This is an optimization exercise on Yosys and OpenROAD, whose aim is small area and a short achievable clock period, not a production implementation.
In this exercise RTL edits were held to simulation tests only and were not proved equivalent to the original.
Power and IR drop assume default switching activity.

**config.mk**
```make
export PLATFORM = sky130hd
export DESIGN_NAME = decodeStage
export DESIGN_NICKNAME = decodeStage
export VERILOG_FILES = /design/flow/design.v
export SDC_FILE = /design/flow/constraint.sdc
export NUM_CORES = 4
export LEC_CHECK = 0
export CAP_MARGIN = 20
export CORE_MARGIN = 2
export CORE_UTILIZATION = 30
export SLEW_MARGIN = 20
```
**constraint.sdc**
```tcl
create_clock -name core_clock -period 3.0 [get_ports {Clk}]
set_input_delay 0.6000 -clock core_clock [delete_from_list [all_inputs] [get_ports {Clk}]]
set_output_delay 0.6000 -clock core_clock [all_outputs]
set_load 0.01 [all_outputs]
```
**design.v**
```verilog
`timescale 1ns/10ps
package decodePkg;
  localparam int dataWidth = 32;
  localparam int regAddrWidth = 4;
  localparam int regCount = 2 ** regAddrWidth;
  localparam int offsetWidth = 12;  
  typedef enum logic [3:0] {
    opAdd   = 4'b0000,
    opAdc   = 4'b0001,
    opSub   = 4'b0010,
    opSbc   = 4'b0011,
    opRsb   = 4'b0100,
    opRsc   = 4'b0101,
    opAnd   = 4'b0110,
    opOrr   = 4'b0111,
    opEor   = 4'b1000,
    opPassA = 4'b1001,  
    opMov   = 4'b1010,
    opMvn   = 4'b1011,
    opBic   = 4'b1100
  } aluOpT;
  localparam logic [3:0] dpAnd = 4'b0000;
  localparam logic [3:0] dpEor = 4'b0001;
  localparam logic [3:0] dpSub = 4'b0010;
  localparam logic [3:0] dpRsb = 4'b0011;
  localparam logic [3:0] dpAdd = 4'b0100;
  localparam logic [3:0] dpAdc = 4'b0101;
  localparam logic [3:0] dpSbc = 4'b0110;
  localparam logic [3:0] dpRsc = 4'b0111;
  localparam logic [3:0] dpOrr = 4'b1100;
  localparam logic [3:0] dpMov = 4'b1101;
  localparam logic [3:0] dpBic = 4'b1110;
  localparam logic [3:0] dpMvn = 4'b1111;
  typedef enum logic [1:0] {
    amRotImm   = 2'b00,
    amReg      = 2'b01,
    amImm12    = 2'b10,
    amShiftReg = 2'b11
  } addrModeT;
  typedef enum logic [1:0] {
    fwdNone = 2'b00,  
    fwdWb   = 2'b01,
    fwdEx   = 2'b10,
    fwdMem  = 2'b11
  } fwdSelT;
  typedef enum logic [2:0] {
    clsDpShift = 3'b000,
    clsDpImm   = 3'b001,
    clsLsImm   = 3'b010,
    clsLsReg   = 3'b011
  } instrClassT;
  typedef struct packed {
    logic [3:0] cond;
    instrClassT instrClass;
    logic [3:0] opcode;
    logic sBit;
    logic [regAddrWidth-1:0] rn;
    logic [regAddrWidth-1:0] rd;
    logic [offsetWidth-1:0] operand2;
  } dataProcT;
  typedef struct packed {
    logic [3:0] cond;
    instrClassT instrClass;
    logic pBit;
    logic uBit;  
    logic bBit;  
    logic wBit;
    logic lBit;  
    logic [regAddrWidth-1:0] rn;
    logic [regAddrWidth-1:0] rd;
    logic [offsetWidth-1:0] offset12;
  } loadStoreT;
  typedef union packed {
    dataProcT dataProc;
    loadStoreT loadStore;
  } instrWordT;
endpackage
`timescale 1ns/10ps
module controlDecoder (
  input logic [decodePkg::dataWidth-1:0] instr,
  output logic [3:0] aluOp,
  output logic [1:0] addrMode,
  output logic setFlags,
  output logic loadInstr,
  output logic rfEnable,
  output logic memSize,  
  output logic memWrite,
  output logic memEnable
);
  decodePkg::instrWordT instrWord;
  decodePkg::aluOpT dpAluOp;
  logic dpDefined;
  assign instrWord = instr;
  always_comb begin
    dpDefined = 1'b1;
    case (instrWord.dataProc.opcode)
      decodePkg::dpAnd: dpAluOp = decodePkg::opAnd;
      decodePkg::dpEor: dpAluOp = decodePkg::opEor;
      decodePkg::dpSub: dpAluOp = decodePkg::opSub;
      decodePkg::dpRsb: dpAluOp = decodePkg::opRsb;
      decodePkg::dpAdd: dpAluOp = decodePkg::opAdd;
      decodePkg::dpAdc: dpAluOp = decodePkg::opAdc;
      decodePkg::dpSbc: dpAluOp = decodePkg::opSbc;
      decodePkg::dpRsc: dpAluOp = decodePkg::opRsc;
      decodePkg::dpOrr: dpAluOp = decodePkg::opOrr;
      decodePkg::dpMov: dpAluOp = decodePkg::opMov;
      decodePkg::dpBic: dpAluOp = decodePkg::opBic;
      decodePkg::dpMvn: dpAluOp = decodePkg::opMvn;
      default: begin
        dpAluOp = decodePkg::opPassA;
        dpDefined = 1'b0;  
      end
    endcase
  end
  always_comb begin
    aluOp = decodePkg::opPassA;
    addrMode = decodePkg::amReg;
    setFlags = 1'b0;
    loadInstr = 1'b0;
    rfEnable = 1'b0;
    memSize = 1'b0;
    memWrite = 1'b0;
    memEnable = 1'b0;
    case (instrWord.dataProc.instrClass)
      decodePkg::clsDpShift, decodePkg::clsDpImm: begin
        if (dpDefined) begin
          aluOp = dpAluOp;
          addrMode = (instrWord.dataProc.instrClass == decodePkg::clsDpImm) ? decodePkg::amRotImm : decodePkg::amShiftReg;
          setFlags = instrWord.dataProc.sBit;
          rfEnable = 1'b1;
        end
      end
      decodePkg::clsLsImm, decodePkg::clsLsReg: begin
        aluOp = instrWord.loadStore.uBit ? decodePkg::opAdd : decodePkg::opSub;
        addrMode = (instrWord.loadStore.instrClass == decodePkg::clsLsImm) ? decodePkg::amImm12 : decodePkg::amShiftReg;
        loadInstr = instrWord.loadStore.lBit;
        memWrite = ~instrWord.loadStore.lBit;
        memSize = instrWord.loadStore.bBit;
        memEnable = 1'b1;
        rfEnable = 1'b1;
      end
      default: begin
        aluOp = decodePkg::opPassA;
      end
    endcase
  end
endmodule
`timescale 1ns/10ps
module hazardUnit (
  input logic [decodePkg::dataWidth-1:0] instr,
  input logic instrValid,
  input logic [decodePkg::regAddrWidth-1:0] exRd,
  input logic exRfEnable,
  input logic exLoad,
  input logic [decodePkg::regAddrWidth-1:0] memRd,
  input logic memRfEnable,
  input logic [decodePkg::regAddrWidth-1:0] wbRd,
  input logic wbWrite,
  output logic [1:0] fwdSelA,
  output logic [1:0] fwdSelB,
  output logic stall
);
  decodePkg::instrWordT instrWord;
  logic [decodePkg::regAddrWidth-1:0] srcA;
  logic [decodePkg::regAddrWidth-1:0] srcB;
  function automatic logic [1:0] pickSource(input logic [decodePkg::regAddrWidth-1:0] src);
    logic [1:0] sel;
    if (exRfEnable && (exRd == src)) begin
      sel = decodePkg::fwdEx;
    end else if (memRfEnable && (memRd == src)) begin
      sel = decodePkg::fwdMem;
    end else if (wbWrite && (wbRd == src)) begin
      sel = decodePkg::fwdWb;
    end else begin
      sel = decodePkg::fwdNone;
    end
    pickSource = sel;
  endfunction
  assign instrWord = instr;
  assign srcA = instrWord.dataProc.rn;
  assign srcB = instrWord.dataProc.rd;  
  always_comb begin
    fwdSelA = pickSource(srcA);
    fwdSelB = pickSource(srcB);
  end
  assign stall = instrValid && exLoad && ((exRd == srcA) || (exRd == srcB));
endmodule
`timescale 1ns/10ps
module registerFile (
  input logic Clk,
  input logic [decodePkg::regAddrWidth-1:0] rdAddrA,
  input logic [decodePkg::regAddrWidth-1:0] rdAddrB,
  input logic [decodePkg::regAddrWidth-1:0] rdAddrD,
  input logic [decodePkg::regAddrWidth-1:0] wrAddr,
  input logic wrEnable,
  input logic [decodePkg::dataWidth-1:0] wrData,
  output logic [decodePkg::dataWidth-1:0] rdDataA,
  output logic [decodePkg::dataWidth-1:0] rdDataB,
  output logic [decodePkg::dataWidth-1:0] rdDataD
);
  logic [decodePkg::dataWidth-1:0] regs [decodePkg::regCount];
  logic [decodePkg::regCount-1:0] wrSel;
  always_comb begin
    wrSel = '0;
    if (wrEnable) begin
      wrSel[wrAddr] = 1'b1;
    end
  end
  for (genvar i = 0; i < decodePkg::regCount; i++) begin : genRegs
    always_ff @(posedge Clk) begin
      if (wrSel[i]) begin
        regs[i] <= wrData;
      end
    end
  end
  assign rdDataA = regs[rdAddrA];
  assign rdDataB = regs[rdAddrB];
  assign rdDataD = regs[rdAddrD];
endmodule
`timescale 1ns/10ps
module issueRegister (
  input logic Clk,
  input logic reset,
  input logic [3:0] ctrlAluOp,
  input logic [1:0] ctrlAddrMode,
  input logic ctrlSetFlags,
  input logic ctrlLoadInstr,
  input logic ctrlRfEnable,
  input logic ctrlMemSize,
  input logic ctrlMemWrite,
  input logic ctrlMemEnable,
  input logic [decodePkg::dataWidth-1:0] instr,
  input logic instrValid,
  input logic stall,
  input logic [1:0] fwdSelA,
  input logic [1:0] fwdSelB,
  input logic [decodePkg::dataWidth-1:0] rawA,
  input logic [decodePkg::dataWidth-1:0] rawB,
  input logic [decodePkg::dataWidth-1:0] rawD,
  input logic [decodePkg::dataWidth-1:0] exResult,
  input logic [decodePkg::dataWidth-1:0] memResult,
  input logic [decodePkg::dataWidth-1:0] wbData,
  output logic issueValid,
  output logic [3:0] issueAluOp,
  output logic [1:0] issueAddrMode,
  output logic issueSetFlags,
  output logic issueLoad,
  output logic issueRfEnable,
  output logic issueMemSize,
  output logic issueMemWrite,
  output logic issueMemEnable,
  output logic [decodePkg::dataWidth-1:0] issueOpA,
  output logic [decodePkg::dataWidth-1:0] issueOpB,
  output logic [decodePkg::dataWidth-1:0] issueOpD,
  output logic [decodePkg::regAddrWidth-1:0] issueRd,
  output logic [decodePkg::offsetWidth-1:0] issueImm12
);
  decodePkg::instrWordT instrWord;
  logic issueNow;
  function automatic logic [decodePkg::dataWidth-1:0] selectOperand(input logic [1:0] sel,
                                                                    input logic [decodePkg::dataWidth-1:0] raw);
    logic [decodePkg::dataWidth-1:0] value;
    case (sel)
      decodePkg::fwdEx: value = exResult;
      decodePkg::fwdMem: value = memResult;
      decodePkg::fwdWb: value = wbData;  
      default: value = raw;
    endcase
    selectOperand = value;
  endfunction
  assign instrWord = instr;
  assign issueNow = instrValid && !stall;
  always_ff @(posedge Clk) begin
    if (reset || !issueNow) begin
      issueValid <= 1'b0;
      issueAluOp <= decodePkg::opPassA;
      issueAddrMode <= decodePkg::amReg;
      issueSetFlags <= 1'b0;
      issueLoad <= 1'b0;
      issueRfEnable <= 1'b0;
      issueMemSize <= 1'b0;
      issueMemWrite <= 1'b0;
      issueMemEnable <= 1'b0;
    end else begin
      issueValid <= 1'b1;
      issueAluOp <= ctrlAluOp;
      issueAddrMode <= ctrlAddrMode;
      issueSetFlags <= ctrlSetFlags;
      issueLoad <= ctrlLoadInstr;
      issueRfEnable <= ctrlRfEnable;
      issueMemSize <= ctrlMemSize;
      issueMemWrite <= ctrlMemWrite;
      issueMemEnable <= ctrlMemEnable;
    end
  end
  always_ff @(posedge Clk) begin
    issueOpA <= selectOperand(fwdSelA, rawA);
    issueOpB <= rawB;
    issueOpD <= selectOperand(fwdSelB, rawD);
    issueRd <= instrWord.dataProc.rd;
    issueImm12 <= instrWord.dataProc.operand2;
  end
endmodule
`timescale 1ns/10ps
module decodeStage (
  input logic Clk,
  input logic reset,
  input logic [31:0] instr,
  input logic instrValid,
  input logic [3:0] exRd,
  input logic exRfEnable,
  input logic exLoad,
  input logic [31:0] exResult,
  input logic [3:0] memRd,
  input logic memRfEnable,
  input logic [31:0] memResult,
  input logic [3:0] wbRd,
  input logic wbWrite,
  input logic [31:0] wbData,
  output logic stall,
  output logic issueValid,
  output logic [3:0] issueAluOp,
  output logic [1:0] issueAddrMode,
  output logic issueSetFlags,
  output logic issueLoad,
  output logic issueRfEnable,
  output logic issueMemSize,
  output logic issueMemWrite,
  output logic issueMemEnable,
  output logic [31:0] issueOpA,
  output logic [31:0] issueOpB,
  output logic [31:0] issueOpD,
  output logic [3:0] issueRd,
  output logic [11:0] issueImm12
);
  decodePkg::instrWordT instrWord;
  logic [1:0] fwdSelA;
  logic [1:0] fwdSelB;
  logic [31:0] rawA;
  logic [31:0] rawB;
  logic [31:0] rawD;
  logic [3:0] ctrlAluOp;
  logic [1:0] ctrlAddrMode;
  logic ctrlSetFlags;
  logic ctrlLoadInstr;
  logic ctrlRfEnable;
  logic ctrlMemSize;
  logic ctrlMemWrite;
  logic ctrlMemEnable;
  assign instrWord = instr;
  controlDecoder u_controlDecoder (
    .instr     (instr),
    .aluOp     (ctrlAluOp),
    .addrMode  (ctrlAddrMode),
    .setFlags  (ctrlSetFlags),
    .loadInstr (ctrlLoadInstr),
    .rfEnable  (ctrlRfEnable),
    .memSize   (ctrlMemSize),
    .memWrite  (ctrlMemWrite),
    .memEnable (ctrlMemEnable)
  );
  hazardUnit u_hazardUnit (
    .instr       (instr),
    .instrValid  (instrValid),
    .exRd        (exRd),
    .exRfEnable  (exRfEnable),
    .exLoad      (exLoad),
    .memRd       (memRd),
    .memRfEnable (memRfEnable),
    .wbRd        (wbRd),
    .wbWrite     (wbWrite),
    .fwdSelA     (fwdSelA),
    .fwdSelB     (fwdSelB),
    .stall       (stall)
  );
  registerFile u_registerFile (
    .Clk      (Clk),
    .rdAddrA  (instrWord.dataProc.rn),
    .rdAddrB  (instrWord.dataProc.operand2[3:0]),  
    .rdAddrD  (instrWord.dataProc.rd),
    .wrAddr   (wbRd),
    .wrEnable (wbWrite),
    .wrData   (wbData),
    .rdDataA  (rawA),
    .rdDataB  (rawB),
    .rdDataD  (rawD)
  );
  issueRegister u_issueRegister (
    .Clk            (Clk),
    .reset          (reset),
    .ctrlAluOp      (ctrlAluOp),
    .ctrlAddrMode   (ctrlAddrMode),
    .ctrlSetFlags   (ctrlSetFlags),
    .ctrlLoadInstr  (ctrlLoadInstr),
    .ctrlRfEnable   (ctrlRfEnable),
    .ctrlMemSize    (ctrlMemSize),
    .ctrlMemWrite   (ctrlMemWrite),
    .ctrlMemEnable  (ctrlMemEnable),
    .instr          (instr),
    .instrValid     (instrValid),
    .stall          (stall),
    .fwdSelA        (fwdSelA),
    .fwdSelB        (fwdSelB),
    .rawA           (rawA),
    .rawB           (rawB),
    .rawD           (rawD),
    .exResult       (exResult),
    .memResult      (memResult),
    .wbData         (wbData),
    .issueValid     (issueValid),
    .issueAluOp     (issueAluOp),
    .issueAddrMode  (issueAddrMode),
    .issueSetFlags  (issueSetFlags),
    .issueLoad      (issueLoad),
    .issueRfEnable  (issueRfEnable),
    .issueMemSize   (issueMemSize),
    .issueMemWrite  (issueMemWrite),
    .issueMemEnable (issueMemEnable),
    .issueOpA       (issueOpA),
    .issueOpB       (issueOpB),
    .issueOpD       (issueOpD),
    .issueRd        (issueRd),
    .issueImm12     (issueImm12)
  );
endmodule
```
**run.sh**
```bash
#!/bin/bash
# synth_recipe.tcl (not shown) runs the flow's synth.tcl, then flattens the netlist and writes it again
# the make line also repeats each setting of config.mk as NAME=value (left out here)
make -C /OpenROAD-flow-scripts/flow DESIGN_CONFIG=/design/flow/config.mk WORK_HOME=/design/flow/orfs CLKGATE_MAP_FILE= SYNTH_SCRIPT=/design/flow/synth_recipe.tcl finish
```
==> results.txt <==
[cells in the mapped netlist (all sizes together), types with 31 or more instances]
cell and number:
edfxtp 512, a22oi 214, nand2 168, nor2 159, buf 154, o21ai 150
dfxtp 125, nand3 123, a21oi 121, a32oi 121, clkbuf 109, mux2i 93
a221oi 78, a22o 76, mux2 73, o22ai 58, nor3 48, a31oi 46
o221ai 37, nor2b 35, o32ai 31
[cells in the final DEF (no fill, tap or decap), types with 73 or more instances in the layout]
master,n
edfxtp_1,512
nand2_1,165
mux2_2,73
clkbuf_16,84
a22o_1,76
a32oi_1,119
mux2i_1,93
a21oi_1,120
buf_4,448
nand3_1,123
a22oi_1,214
o21ai_0,149
a221oi_1,78
clkdlybuf4s50_1,252
dfxtp_1,125
nor2_1,141
buf_12,117
[how the worst max path moves through the flow]
| stage | start | end | slack (ns) | depth (start not counted) |
|---|---|---|---|---|
| global placement | exRd[1] | stall | -0.95 | 7 |
| global route | exRd[2] | stall | 0.08 | 6 |
| finish | exRd[2] | stall | 0.11 | 6 |
| CTS | exRd[1] | stall | 0.10 | 6 |
| detailed placement | exRd[1] | stall | -0.49 | 7 |
| floorplan | wbRd[0] | u_registerFile.regs[13][0]$_DFFE_PP_ | -0.49 | 8 |
[state kept, by name (all words and copies together) (netlist names)]
| signal | flops |
|---|---|
| u_issueRegister.issueImm12 | 12 |
| u_registerFile.regs | 512 |
| u_issueRegister.issueOpD | 32 |
| u_issueRegister.issueAddrMode | 2 |
| u_issueRegister.issueSetFlags | 1 |
| u_issueRegister.issueMemEnable | 1 |
| u_issueRegister.issueAluOp | 4 |
| u_issueRegister.issueLoad | 1 |
| u_issueRegister.issueMemWrite | 1 |
| u_issueRegister.issueValid | 1 |
| u_issueRegister.issueRfEnable | 1 |
| u_issueRegister.issueOpA | 32 |
| u_issueRegister.issueMemSize | 1 |
| u_issueRegister.issueRd | 4 |
| u_issueRegister.issueOpB | 32 |
[per-stage QoR]
step / instance area (sq um) / hold slack (ns) / util (%)
global placement: 41700 / 0.581 / 38.4
floorplan: 32700 / 0.491 / -
detailed placement: 41700 / 0.573 / 38.4
finish: 44500 / 0.166 / 41.0
global route: 44400 / 0.159 / 40.9
CTS: 44400 / 0.150 / 40.9
[power groups by stage]
stage               Clock, mW  Sequential (mW)  Combinational, mW
finish                   10.2             10.2               4.80
global route             10.6             10.2               4.82
CTS                      10.2             10.2               4.58
detailed placement          0             10.4               4.56
global placement            0             10.4               4.57
floorplan                   0             10.4               1.51
[per-layer routing]
metal | track usage, % | up-vias
li1 | - | 13017
met1 | 49.1 | 17069
met2 | 54.8 | 3544
met3 | 14.6 | 894
met4 | 24.3 | 18
met5 | 0 | -
[cells by family after synthesis]
family / count (synthesis) / share of synthesized area, %
flip-flops: 637 / 54.6
XOR/XNOR: 22 / 0.589
adder cells (fa/ha/maj): 9 / 0.344
AND/OR/NAND/NOR: 655 / 9.89
multiplexers: 172 / 5.77
AO/OA/AOI/OAI: 1085 / 24.4
buffers and inverters: 290 / 4.34
[cell type report]
class	count	share of cell area [%]
diodes	13	0.0732
clock buffers	99	5.01
well taps	1414	3.98
clock inverters	44	1.04
flip-flops and latches	637	40.2
multi-input cells	1943	30.8
inverters	27	0.228
repair buffers	825	18.6
[timing repair]
item                                    CTS  global route
gates resized for setup                  11             0
buffers inserted                          1             0
endpoints found under the setup margin    1             0
==> metrics list <==
- The run finished with no timing, DRC or antenna violations.
- Excluding fillers, the count of instances in the completed layout stands at 5002.
- Counting every instance in the synthesized netlist gives 2870.
- The total count of hold-check failures in the final report was 0.
- Of the total power, the clock network draws 40.3%.
- During placement, the flow inserted port buffers numbering 268.
* Initial drt markers: 6951
* CTS tree: yes
- Count of pins over their slew limit: 0
- Footprint of the flip-flops and latches: 17900 sq um
- Summed over its instances, the top area cell type makes up 47.0% of the synthesized netlist area.
* First-pass DRT Iterations: 10
- Count of max-cap constraint violations: 0
- Crit-path leading delay family: buffers and inverters
- Power Total: 25.2 mW
- The multi-input combinational cells in the finished layout cover a total of 13700 sq um.
* Count of vias placed by the detailed router: 34542
- The analysis attributes to net switching a power of 7.44 mW.
- After synthesis the cells add up to 32700 sq um.
- Buffers inserted during clock tree synthesis total 77.
- Share of synthesized flip-flops with an asynchronous set or reset: 0%
- Final clock skew: 0.0428 ns
- The via count of the first global-routing pass was 32135.
- The clock passes through at most 3 buffers.
- For this design, the sink count on the clock tree is 637.
- Global Route Usage Sum: 38.6%
* Crit Path Class: in -> out
* Final setup TNS: 0 ns
* Power per Cell Area: 566 nW/um^2
- Clock latency on the worst-skew pair, taken at its later pin, is 0.69 ns.
* Pre-CTS WS: -0.494 ns
- Yosys mapped the design onto 86 distinct sky130hd cell types.
* Total met2 wirelength after detailed routing: 90100 um
- Counting flops with a built-in enable in the synthesized netlist gives 512.
- Sum of net half-perimeters after detailed placement: 163000 um
- Clock transition at the registers of the reported paths: 0.06 ns
- For the finished layout, the period the worst path requires is 2.89 ns.
* Cell-by-cell trace of the critical path: clkdlybuf4s50_1, xor2_1, nor4_4, o21ai_4, nor2_1, clkdlybuf4s15_2
* Die height: 334 um
- Main area contributors after synthesis: edfxtp_1, dfxtp_1, a22oi_1
- The root buffer cell chosen for the clock tree is clkbuf_16.
* Worst Hold End: u_issueRegister.issueImm12[3]$_DFF_P_
- Post-synthesis area per instance: 11.4 sq um
- Static power due to leakage: 15.5 nW
* Layout overhead on the synthesized area: 35.9%
* Global-route wire length before repair: 293000 um
- Registers are responsible for 40.6% of the overall power.
* Ratio of cells with drive above 1 in the final layout: 23.9%
- WL met3: 32000 um
* Largest net degree at the start of global routing: 55
- Startpoint of the most critical hold path: instr[3]
- The worst setup path is captured at an output pin.
- Counting instances, the worst hold path has a depth of 1.
- Required time reported for the critical path endpoint: 2.40 ns
* Slowest stage cell, crit path: clkdlybuf4s50_1
* Total nets after synthesis: 3026
- Max layer used: met5
- Sequential elements use 54.6% of the synthesized area.
- Initial cell density of the core: 30.1%
* Count of hold-fix buffers inserted at cts: 0
* Min-delay worst type: in -> reg
- Stage delay of the slowest cell on the critical path: 0.51 ns
- After floorplanning, the core was divided into 121 placement rows.
- Setup violations remaining at the end of the flow were counted as 0.
- Count of boundary I/O pins: 273
* GPL Wtd Cong: 1.08
- Share of total power consumed by net switching: 29.5%
- Die area: 112000 sq um
* Gr ovfl total: 0
- In this run the horizontal extent of the chip is 334 um.
- Count of warnings emitted by yosys: 5
- The final layout contains routed wiring with a total length of 223000 um.
* Fin worst setup slack: 0.108 ns
- The endpoint identified for the worst register-to-register timing path is u_issueRegister.issueOpA[25]$_DFF_P_.
* Number of nets with antenna violations after detailed routing: 0
- Level count of the clock H-tree: 3
- DR DRC count: 0
* Worst-Margin Slew: 1.12 ns
- Launch point of the worst reg-to-reg path: u_registerFile.regs[10][25]$_DFFE_PP_
- Main synth FF type: edfxtp_1
- Of the available clock period, the critical path in the final layout requires 96.4%.
- Synthesis-stage register bit count: 637
- The core region is 109000 sq um.
- Wire length on met1: 83600 um
- For the worst flop-to-flop path, the logic depth is 6.
- RSZ-0062 raised after global routing: false
* Worst Path Arrival: 2.29 ns
* Number of nets in the final layout: 3667
* Maximum fanout along the worst path: 2
- Largest area contributor in the netlist: edfxtp_1
* Placed Cells: 4846
- Filler cell count in the final layout: 10287
- Largest voltage drop on the vdd net: 373 uV
- Post-detailed-route via-to-cell ratio: 6.91
- The critical path contains buffers and inverters numbering 2 combined.
* Worst relative slew slack: 25.3%
* R2R Setup Slk: 0.77 ns
* Gate power share: 19.1%
* Antenna violations before repair: 25
- Timing would allow up to 346 MHz.
- Mean routed wirelength per cell: 44.5 um
- Startpoint class of the critical path: input pin
- Cell internal power was estimated by the tool at 17.7 mW.

[what the ideal ports hide]
The results above use ideal ports. As a check the final layout listed here was re-extracted and re-timed, cells and wires unchanged. Step 1 assumes that a clkbuf_16 drives the clock port and a buf_2 every other input. Step 2 also shifts input and output timing later by t, the mid clock arrival at the registers, as if the neighbouring blocks saw the same clock. a / b / c = ideal ports / drivers / drivers and shift; a / b = the first two.
t (ns): 0.741
slack for setup (ns): 0.108 / 0.073 / -0.240
worst setup path after step 2: input to register
latest minus earliest clock arrival (ns): 0.046 / 0.046
With both steps, setup timing fails in this run, where it was met with ideal ports. The setup slack of this run moves by -0.035 ns with the drivers and by -0.348 ns with both steps.
